This is an optimization exercise on Yosys and OpenROAD, whose aim is small area, not a production implementation. At most, simulation tests tie the RTL to the original design; equivalence was not proved. Power figures rest on the tool's default switching activity, not on a simulated workload.

==> flow/design.v <==
package gaps_pkg;
  localparam int LIST_N = 43;
  typedef enum logic [4:0] {
    S_RCLR, S_IDLE, S_CLR1, S_CLR2, S_GCHK, S_NB, S_APPW, S_APP, S_LSW, S_LS, S_UPD,
    S_NXT, S_POPW, S_SCAN, S_REMW, S_REM, S_TR, S_OUT, S_EMW
  } state_t;
endpackage
module gaps_ctrl (
  input  logic       clk,
  input  logic       rst_n,
  input  logic       in_valid,
  output logic       in_ready,
  input  logic       in_func,
  input  logic [2:0] in_cell_row,
  input  logic [2:0] in_cell_col,
  input  logic       in_blocked,
  input  logic [2:0] in_start_row,
  input  logic [2:0] in_start_col,
  input  logic [2:0] in_goal_row,
  input  logic [2:0] in_goal_col,
  output logic       out_valid,
  input  logic       out_ready,
  output logic [2:0] out_path_row,
  output logic [2:0] out_path_col,
  output logic       out_found,
  output logic       out_last,
  input  logic [2:0] cs_head,
  output logic       cs_we,
  output logic [2:0] cs_wd,
  input  logic [6:0] ls_head,
  output logic       ls_we,
  output logic [6:0] ls_wd
);
  localparam logic [5:0] LAST_SLOT = 6'(gaps_pkg::LIST_N - 1);
  gaps_pkg::state_t state_r;
  logic [5:0] ph_r, lp_r, count_r, cur_r, goal_r;
  logic [1:0] d_r;
  logic [6:0] last_r;
  logic       fb_r, flow_r, found_r;
  logic [1:0] dsel;
  logic [5:0] nb;
  logic       nb_off;
  logic       toward;
  logic [5:0] tgt;
  logic       ph_hit;
  logic       lp_wrap;
  logic [5:0] lp_inc;
  logic       lp_end;
  logic       count_zero;
  logic       cs_seen, cs_start;
  logic [5:0] ls_cell;
  logic       ls_f;
  logic       at_goal;
  logic       nb_skip;
  logic       ls_hit;
  logic       upd;
  logic       take;
  assign cs_seen = cs_head[2];
  assign cs_start = !cs_head[2] && cs_head[1];
  assign ls_cell = ls_head[6:1];
  assign ls_f    = ls_head[0];
  assign dsel = (state_r == gaps_pkg::S_TR) ? cs_head[1:0] : d_r;
  always_comb begin
    nb     = cur_r;
    nb_off = 1'b0;
    toward = 1'b0;
    case (dsel)
      2'd0: begin
        nb_off = cur_r[2:0] == 3'd7;
        nb     = {cur_r[5:3], 3'(cur_r[2:0] + 3'd1)};
        toward = goal_r[2:0] > cur_r[2:0];
      end
      2'd1: begin
        nb_off = cur_r[5:3] == 3'd7;
        nb     = {3'(cur_r[5:3] + 3'd1), cur_r[2:0]};
        toward = goal_r[5:3] > cur_r[5:3];
      end
      2'd2: begin
        nb_off = cur_r[2:0] == 3'd0;
        nb     = {cur_r[5:3], 3'(cur_r[2:0] - 3'd1)};
        toward = goal_r[2:0] < cur_r[2:0];
      end
      default: begin
        nb_off = cur_r[5:3] == 3'd0;
        nb     = {3'(cur_r[5:3] - 3'd1), cur_r[2:0]};
        toward = goal_r[5:3] < cur_r[5:3];
      end
    endcase
  end
  always_comb begin
    case (state_r)
      gaps_pkg::S_IDLE:              tgt = {in_cell_row, in_cell_col};
      gaps_pkg::S_NB, gaps_pkg::S_UPD: tgt = nb;
      default:                       tgt = cur_r;
    endcase
  end
  assign ph_hit  = ph_r == tgt;
  assign lp_wrap = lp_r == LAST_SLOT;
  assign lp_inc  = 6'(lp_r + 6'd1);
  assign lp_end  = lp_inc == count_r;
  assign count_zero = count_r == '0;
  assign at_goal = cur_r == goal_r;
  assign nb_skip = !cs_head[2] && (cs_head[1] || cs_head[0]);
  assign ls_hit  = ls_cell == ((state_r == gaps_pkg::S_REM) ? cur_r : nb);
  assign upd     = (ls_f != fb_r) && toward;
  assign take    = (lp_r == 6'd0) || (!flow_r && (ls_f == fb_r));
  always_ff @(posedge clk) begin
    ph_r <= 6'(ph_r + 6'd1);
    lp_r <= lp_wrap ? 6'd0 : lp_inc;
    if (!rst_n) begin
      state_r <= gaps_pkg::S_RCLR;
      ph_r    <= '0;
      lp_r    <= '0;
    end else begin
      case (state_r)
        gaps_pkg::S_RCLR: if (&ph_r) state_r <= gaps_pkg::S_IDLE;
        gaps_pkg::S_IDLE: begin
          if (in_valid && in_func) begin
            goal_r  <= {in_goal_row, in_goal_col};
            cur_r   <= {in_start_row, in_start_col};
            count_r <= '0;
            d_r     <= '0;
            fb_r    <= 1'b0;
            found_r <= 1'b1;
            state_r <= gaps_pkg::S_GCHK;
          end
        end
        gaps_pkg::S_CLR1: if (&ph_r) state_r <= gaps_pkg::S_CLR2;
        gaps_pkg::S_CLR2: if (&ph_r) state_r <= gaps_pkg::S_IDLE;
        gaps_pkg::S_GCHK: if (ph_hit) state_r <= at_goal ? gaps_pkg::S_TR : gaps_pkg::S_NB;
        gaps_pkg::S_NB: begin
          if (nb_off) begin
            state_r <= gaps_pkg::S_NXT;
          end else if (ph_hit) begin
            if (nb_skip)      state_r <= gaps_pkg::S_NXT;
            else if (cs_seen) state_r <= gaps_pkg::S_LSW;
            else              state_r <= gaps_pkg::S_APPW;
          end
        end
        gaps_pkg::S_APPW: if (lp_end || (count_zero && lp_wrap)) state_r <= gaps_pkg::S_APP;
        gaps_pkg::S_APP: begin
          count_r <= 6'(count_r + 6'd1);
          state_r <= gaps_pkg::S_NXT;
        end
        gaps_pkg::S_LSW: begin
          if (count_zero)     state_r <= gaps_pkg::S_NXT;
          else if (lp_wrap)   state_r <= gaps_pkg::S_LS;
        end
        gaps_pkg::S_LS: begin
          if (ls_hit)         state_r <= upd ? gaps_pkg::S_UPD : gaps_pkg::S_NXT;
          else if (lp_end)    state_r <= gaps_pkg::S_NXT;
        end
        gaps_pkg::S_UPD: if (ph_hit) state_r <= gaps_pkg::S_NXT;
        gaps_pkg::S_NXT: begin
          d_r <= 2'(d_r + 2'd1);
          if (d_r != 2'd3) begin
            state_r <= gaps_pkg::S_NB;
          end else if (count_zero) begin
            cur_r   <= '0;
            found_r <= 1'b0;
            state_r <= gaps_pkg::S_OUT;
          end else begin
            state_r <= gaps_pkg::S_POPW;
          end
        end
        gaps_pkg::S_POPW: if (lp_wrap) state_r <= gaps_pkg::S_SCAN;
        gaps_pkg::S_SCAN: begin
          if (take) cur_r <= ls_cell;
          flow_r <= ((lp_r != 6'd0) && flow_r) || (ls_f == fb_r);
          if (lp_end) begin
            last_r  <= ls_head;
            state_r <= gaps_pkg::S_REMW;
          end
        end
        gaps_pkg::S_REMW: if (lp_wrap) state_r <= gaps_pkg::S_REM;
        gaps_pkg::S_REM: begin
          if (ls_hit) begin
            count_r <= 6'(count_r - 6'd1);
            fb_r    <= fb_r ^ !flow_r;
            state_r <= gaps_pkg::S_GCHK;
          end
        end
        gaps_pkg::S_TR: begin
          if (ph_hit) begin
            if (cs_start) begin
              state_r <= gaps_pkg::S_OUT;
            end else begin
              d_r   <= cs_head[1:0] ^ 2'd2;
              cur_r <= nb;
            end
          end
        end
        gaps_pkg::S_OUT: begin
          if (out_ready) begin
            if (out_last) begin
              state_r <= gaps_pkg::S_CLR1;
            end else begin
              cur_r   <= nb;
              state_r <= gaps_pkg::S_EMW;
            end
          end
        end
        gaps_pkg::S_EMW: begin
          if (ph_hit) begin
            d_r     <= cs_head[1:0];
            state_r <= gaps_pkg::S_OUT;
          end
        end
        default: state_r <= gaps_pkg::S_RCLR;
      endcase
    end
  end
  always_comb begin
    cs_we = 1'b0;
    cs_wd = '0;
    case (state_r)
      gaps_pkg::S_RCLR: cs_we = 1'b1;
      gaps_pkg::S_IDLE: begin
        cs_we = in_valid && !in_func && ph_hit;
        cs_wd = {2'b00, in_blocked};
      end
      gaps_pkg::S_GCHK: begin
        cs_we = ph_hit && !cs_head[2];
        cs_wd = {2'b01, cs_head[0]};
      end
      gaps_pkg::S_CLR1, gaps_pkg::S_CLR2: begin
        cs_we = 1'b1;
        cs_wd = {2'b00, !cs_head[2] && cs_head[0]};
      end
      gaps_pkg::S_NB: begin
        cs_we = ph_hit && !nb_off && !nb_skip && !cs_seen;
        cs_wd = {1'b1, d_r ^ 2'd2};
      end
      gaps_pkg::S_UPD: begin
        cs_we = ph_hit;
        cs_wd = {1'b1, d_r ^ 2'd2};
      end
      gaps_pkg::S_TR: begin
        cs_we = ph_hit && !cs_start;
        cs_wd = {1'b1, d_r};
      end
      default: cs_we = 1'b0;
    endcase
  end
  always_comb begin
    ls_we = 1'b0;
    ls_wd = {nb, fb_r};
    case (state_r)
      gaps_pkg::S_APP: begin
        ls_we = 1'b1;
        ls_wd = {nb, fb_r ^ !toward};
      end
      gaps_pkg::S_LS:  ls_we = ls_hit && upd;
      gaps_pkg::S_REM: begin
        ls_we = ls_hit;
        ls_wd = last_r;
      end
      default: ls_we = 1'b0;
    endcase
  end
  assign in_ready     = (state_r == gaps_pkg::S_IDLE) && (in_func || ph_hit);
  assign out_valid    = state_r == gaps_pkg::S_OUT;
  assign out_path_row = cur_r[5:3];
  assign out_path_col = cur_r[2:0];
  assign out_found    = found_r;
  assign out_last     = !found_r || at_goal;
endmodule
module gaps_dp #(
  parameter int W = 3,
  parameter int N = 64
) (
  input  logic         clk,
  input  logic         we,
  input  logic [W-1:0] wd,
  output logic [W-1:0] head
);
  logic [N*W-1:0] ring_r;
  always_ff @(posedge clk) begin
    ring_r <= {(we ? wd : ring_r[W-1:0]), ring_r[N*W-1:W]};
  end
  assign head = ring_r[W-1:0];
endmodule
module grid_astar_path_search_unit #(
  parameter int GRID_SIDE = 8
) (
  input  logic       clk,
  input  logic       rst_n,
  input  logic       in_valid,
  output logic       in_ready,
  input  logic       in_func,
  input  logic [2:0] in_cell_row,
  input  logic [2:0] in_cell_col,
  input  logic       in_blocked,
  input  logic [2:0] in_start_row,
  input  logic [2:0] in_start_col,
  input  logic [2:0] in_goal_row,
  input  logic [2:0] in_goal_col,
  output logic       out_valid,
  input  logic       out_ready,
  output logic [2:0] out_path_row,
  output logic [2:0] out_path_col,
  output logic       out_found,
  output logic       out_last
);
  logic [2:0] cs_head, cs_wd;
  logic       cs_we;
  logic [6:0] ls_head, ls_wd;
  logic       ls_we;
  gaps_ctrl u_ctrl (
    .clk          (clk),
    .rst_n        (rst_n),
    .in_valid     (in_valid),
    .in_ready     (in_ready),
    .in_func      (in_func),
    .in_cell_row  (in_cell_row),
    .in_cell_col  (in_cell_col),
    .in_blocked   (in_blocked),
    .in_start_row (in_start_row),
    .in_start_col (in_start_col),
    .in_goal_row  (in_goal_row),
    .in_goal_col  (in_goal_col),
    .out_valid    (out_valid),
    .out_ready    (out_ready),
    .out_path_row (out_path_row),
    .out_path_col (out_path_col),
    .out_found    (out_found),
    .out_last     (out_last),
    .cs_head      (cs_head),
    .cs_we        (cs_we),
    .cs_wd        (cs_wd),
    .ls_head      (ls_head),
    .ls_we        (ls_we),
    .ls_wd        (ls_wd)
  );
  gaps_dp #(.W(3), .N(GRID_SIDE * GRID_SIDE)) u_cells (
    .clk  (clk),
    .we   (cs_we),
    .wd   (cs_wd),
    .head (cs_head)
  );
  gaps_dp #(.W(7), .N(gaps_pkg::LIST_N)) u_open (
    .clk  (clk),
    .we   (ls_we),
    .wd   (ls_wd),
    .head (ls_head)
  );
endmodule
==> flow/config.mk <==
export PLATFORM = sky130hd
export DESIGN_NAME = grid_astar_path_search_unit
export DESIGN_NICKNAME = grid_astar_path_search_unit
export VERILOG_FILES = /design/flow/design.v
export SDC_FILE = /design/flow/constraint.sdc
export NUM_CORES = 4
export LEC_CHECK = 0
export ABC_AREA = 1
export CAP_MARGIN = 20
export CORE_MARGIN = 2
export CORE_UTILIZATION = 60
export CTS_BUF_LIST = sky130_fd_sc_hd__clkbuf_8
export CTS_CLUSTER_DIAMETER = 80
export CTS_CLUSTER_SIZE = 16
export SLEW_MARGIN = 20
==> flow/constraint.sdc <==
create_clock -name core_clock -period 8.0 [get_ports {clk}]
set_input_delay 1.6000 -clock core_clock [delete_from_list [all_inputs] [get_ports {clk}]]
set_output_delay 1.6000 -clock core_clock [all_outputs]
set_load 0.01 [all_outputs]
run.sh (not shown) runs the stock make flow with config.mk's settings and CLKGATE_MAP_FILE= SYNTH_SCRIPT=/design/flow/synth_recipe.tcl, a recipe that flattens the netlist after the stock synthesis.
The baseline went through all stages and came out clean.
Rerun with:
--- a/flow/design.v
+++ b/flow/design.v
@@ -1,9 +1,9 @@
 package gaps_pkg;
   localparam int LIST_N = 43;
   typedef enum logic [4:0] {
-    S_RCLR, S_IDLE, S_CLR1, S_CLR2, S_GCHK, S_NB, S_APPW, S_APP, S_LSW, S_LS, S_UPD,
+    S_RCLR, S_IDLE, S_CLR1, S_CLR2, S_GCHK, S_NB, S_APP, S_LSW, S_LS, S_UPD,
     S_NXT, S_POPW, S_SCAN, S_REMW, S_REM, S_TR, S_OUT, S_EMW
   } state_t;
 endpackage
 module gaps_ctrl (
   input  logic       clk,
@@ -44,11 +44,10 @@
   logic [5:0] tgt;
   logic       ph_hit;
   logic       lp_wrap;
   logic [5:0] lp_inc;
   logic       lp_end;
-  logic       count_zero;
   logic       cs_seen, cs_start;
   logic [5:0] ls_cell;
   logic       ls_f;
   logic       at_goal;
   logic       nb_skip;
@@ -87,20 +86,20 @@
       end
     endcase
   end
   always_comb begin
     case (state_r)
-      gaps_pkg::S_IDLE:              tgt = {in_cell_row, in_cell_col};
+      gaps_pkg::S_IDLE:              tgt = in_func ? {in_start_row, in_start_col}
+                                                   : {in_cell_row, in_cell_col};
       gaps_pkg::S_NB, gaps_pkg::S_UPD: tgt = nb;
       default:                       tgt = cur_r;
     endcase
   end
   assign ph_hit  = ph_r == tgt;
   assign lp_wrap = lp_r == LAST_SLOT;
   assign lp_inc  = 6'(lp_r + 6'd1);
   assign lp_end  = lp_inc == count_r;
-  assign count_zero = count_r == '0;
   assign at_goal = cur_r == goal_r;
   assign nb_skip = !cs_head[2] && (cs_head[1] || cs_head[0]);
   assign ls_hit  = ls_cell == ((state_r == gaps_pkg::S_REM) ? cur_r : nb);
   assign upd     = (ls_f != fb_r) && toward;
   assign take    = (lp_r == 6'd0) || (!flow_r && (ls_f == fb_r));
@@ -113,11 +112,11 @@
       lp_r    <= '0;
     end else begin
       case (state_r)
         gaps_pkg::S_RCLR: if (&ph_r) state_r <= gaps_pkg::S_IDLE;
         gaps_pkg::S_IDLE: begin
-          if (in_valid && in_func) begin
+          if (in_valid && in_func && ph_hit) begin
             goal_r  <= {in_goal_row, in_goal_col};
             cur_r   <= {in_start_row, in_start_col};
             count_r <= '0;
             d_r     <= '0;
             fb_r    <= 1'b0;
@@ -125,27 +124,28 @@
             state_r <= gaps_pkg::S_GCHK;
           end
         end
         gaps_pkg::S_CLR1: if (&ph_r) state_r <= gaps_pkg::S_CLR2;
         gaps_pkg::S_CLR2: if (&ph_r) state_r <= gaps_pkg::S_IDLE;
-        gaps_pkg::S_GCHK: if (ph_hit) state_r <= at_goal ? gaps_pkg::S_TR : gaps_pkg::S_NB;
+        gaps_pkg::S_GCHK: state_r <= at_goal ? gaps_pkg::S_TR : gaps_pkg::S_NB;
         gaps_pkg::S_NB: begin
           if (nb_off) begin
             state_r <= gaps_pkg::S_NXT;
           end else if (ph_hit) begin
             if (nb_skip)      state_r <= gaps_pkg::S_NXT;
             else if (cs_seen) state_r <= gaps_pkg::S_LSW;
-            else              state_r <= gaps_pkg::S_APPW;
+            else              state_r <= gaps_pkg::S_APP;
           end
         end
-        gaps_pkg::S_APPW: if (lp_end || (count_zero && lp_wrap)) state_r <= gaps_pkg::S_APP;
         gaps_pkg::S_APP: begin
-          count_r <= 6'(count_r + 6'd1);
-          state_r <= gaps_pkg::S_NXT;
+          if (lp_r == count_r) begin
+            count_r <= 6'(count_r + 6'd1);
+            state_r <= gaps_pkg::S_NXT;
+          end
         end
         gaps_pkg::S_LSW: begin
-          if (count_zero)     state_r <= gaps_pkg::S_NXT;
+          if (count_r == '0)  state_r <= gaps_pkg::S_NXT;
           else if (lp_wrap)   state_r <= gaps_pkg::S_LS;
         end
         gaps_pkg::S_LS: begin
           if (ls_hit)         state_r <= upd ? gaps_pkg::S_UPD : gaps_pkg::S_NXT;
           else if (lp_end)    state_r <= gaps_pkg::S_NXT;
@@ -153,11 +153,11 @@
         gaps_pkg::S_UPD: if (ph_hit) state_r <= gaps_pkg::S_NXT;
         gaps_pkg::S_NXT: begin
           d_r <= 2'(d_r + 2'd1);
           if (d_r != 2'd3) begin
             state_r <= gaps_pkg::S_NB;
-          end else if (count_zero) begin
+          end else if (count_r == '0) begin
             cur_r   <= '0;
             found_r <= 1'b0;
             state_r <= gaps_pkg::S_OUT;
           end else begin
             state_r <= gaps_pkg::S_POPW;
@@ -214,16 +214,12 @@
     cs_we = 1'b0;
     cs_wd = '0;
     case (state_r)
       gaps_pkg::S_RCLR: cs_we = 1'b1;
       gaps_pkg::S_IDLE: begin
-        cs_we = in_valid && !in_func && ph_hit;
-        cs_wd = {2'b00, in_blocked};
-      end
-      gaps_pkg::S_GCHK: begin
-        cs_we = ph_hit && !cs_head[2];
-        cs_wd = {2'b01, cs_head[0]};
+        cs_we = in_valid && ph_hit;
+        cs_wd = {1'b0, in_func, in_func ? cs_head[0] : in_blocked};
       end
       gaps_pkg::S_CLR1, gaps_pkg::S_CLR2: begin
         cs_we = 1'b1;
         cs_wd = {2'b00, !cs_head[2] && cs_head[0]};
       end
@@ -245,22 +241,22 @@
   always_comb begin
     ls_we = 1'b0;
     ls_wd = {nb, fb_r};
     case (state_r)
       gaps_pkg::S_APP: begin
-        ls_we = 1'b1;
+        ls_we = lp_r == count_r;
         ls_wd = {nb, fb_r ^ !toward};
       end
       gaps_pkg::S_LS:  ls_we = ls_hit && upd;
       gaps_pkg::S_REM: begin
         ls_we = ls_hit;
         ls_wd = last_r;
       end
       default: ls_we = 1'b0;
     endcase
   end
-  assign in_ready     = (state_r == gaps_pkg::S_IDLE) && (in_func || ph_hit);
+  assign in_ready     = (state_r == gaps_pkg::S_IDLE) && ph_hit;
   assign out_valid    = state_r == gaps_pkg::S_OUT;
   assign out_path_row = cur_r[5:3];
   assign out_path_col = cur_r[2:0];
   assign out_found    = found_r;
   assign out_last     = !found_r || at_goal;
Wire length rises by 4.5%.
Clock power barely changes.
Final cell count rises by 1.0%.
Worst setup slack is worse by 0.47 ns.
Area after synthesis rises by 0.74%.
Non-clock buffer count is unchanged.
Total power rises by 24%.
Global-route usage rises by 0.61 points.
Count of clock-buffer cells in the layout falls by 1.
First-iteration DRC count rises by 6.8%.
Register-to-register slack is worse by 0.27 ns.
Core utilization rises by 0.16 points.
Sequential share of layout area falls by 0.40 points.
Only the layout flow was run in the first run of this note; the RTL was not checked for function there.

[what the ideal ports hide]
No port has a modelled driver above. Below, the same layouts with a new extraction and two added sets of constraints. Step 1 (the two cells are an assumption about what drives the block):
set clk [get_ports {clk}]
set_driving_cell -lib_cell sky130_fd_sc_hd__clkbuf_16 $clk
set_driving_cell -lib_cell sky130_fd_sc_hd__buf_2 [delete_from_list [all_inputs] $clk]
Step 2 times the ports against the registers' clock, not the clock port: input delays grow and output delays shrink by t, the midpoint of the rising clock arrivals with the driver on. Three values: ideal ports, drivers, drivers and shift; two values: the first two.
run | t (ns) | setup slack, ns | worst slew at a driven data input, ns
the first run | 0.607 | 2.447 / 2.401 / 2.736 | 0.04
the second run | 0.608 | 1.979 / 1.956 / 1.956 | 0.05
After both steps every run listed still meets setup and hold. The setup slack of the second run, which loses most, moves by -0.023 ns with the drivers and by -0.023 ns with both steps.
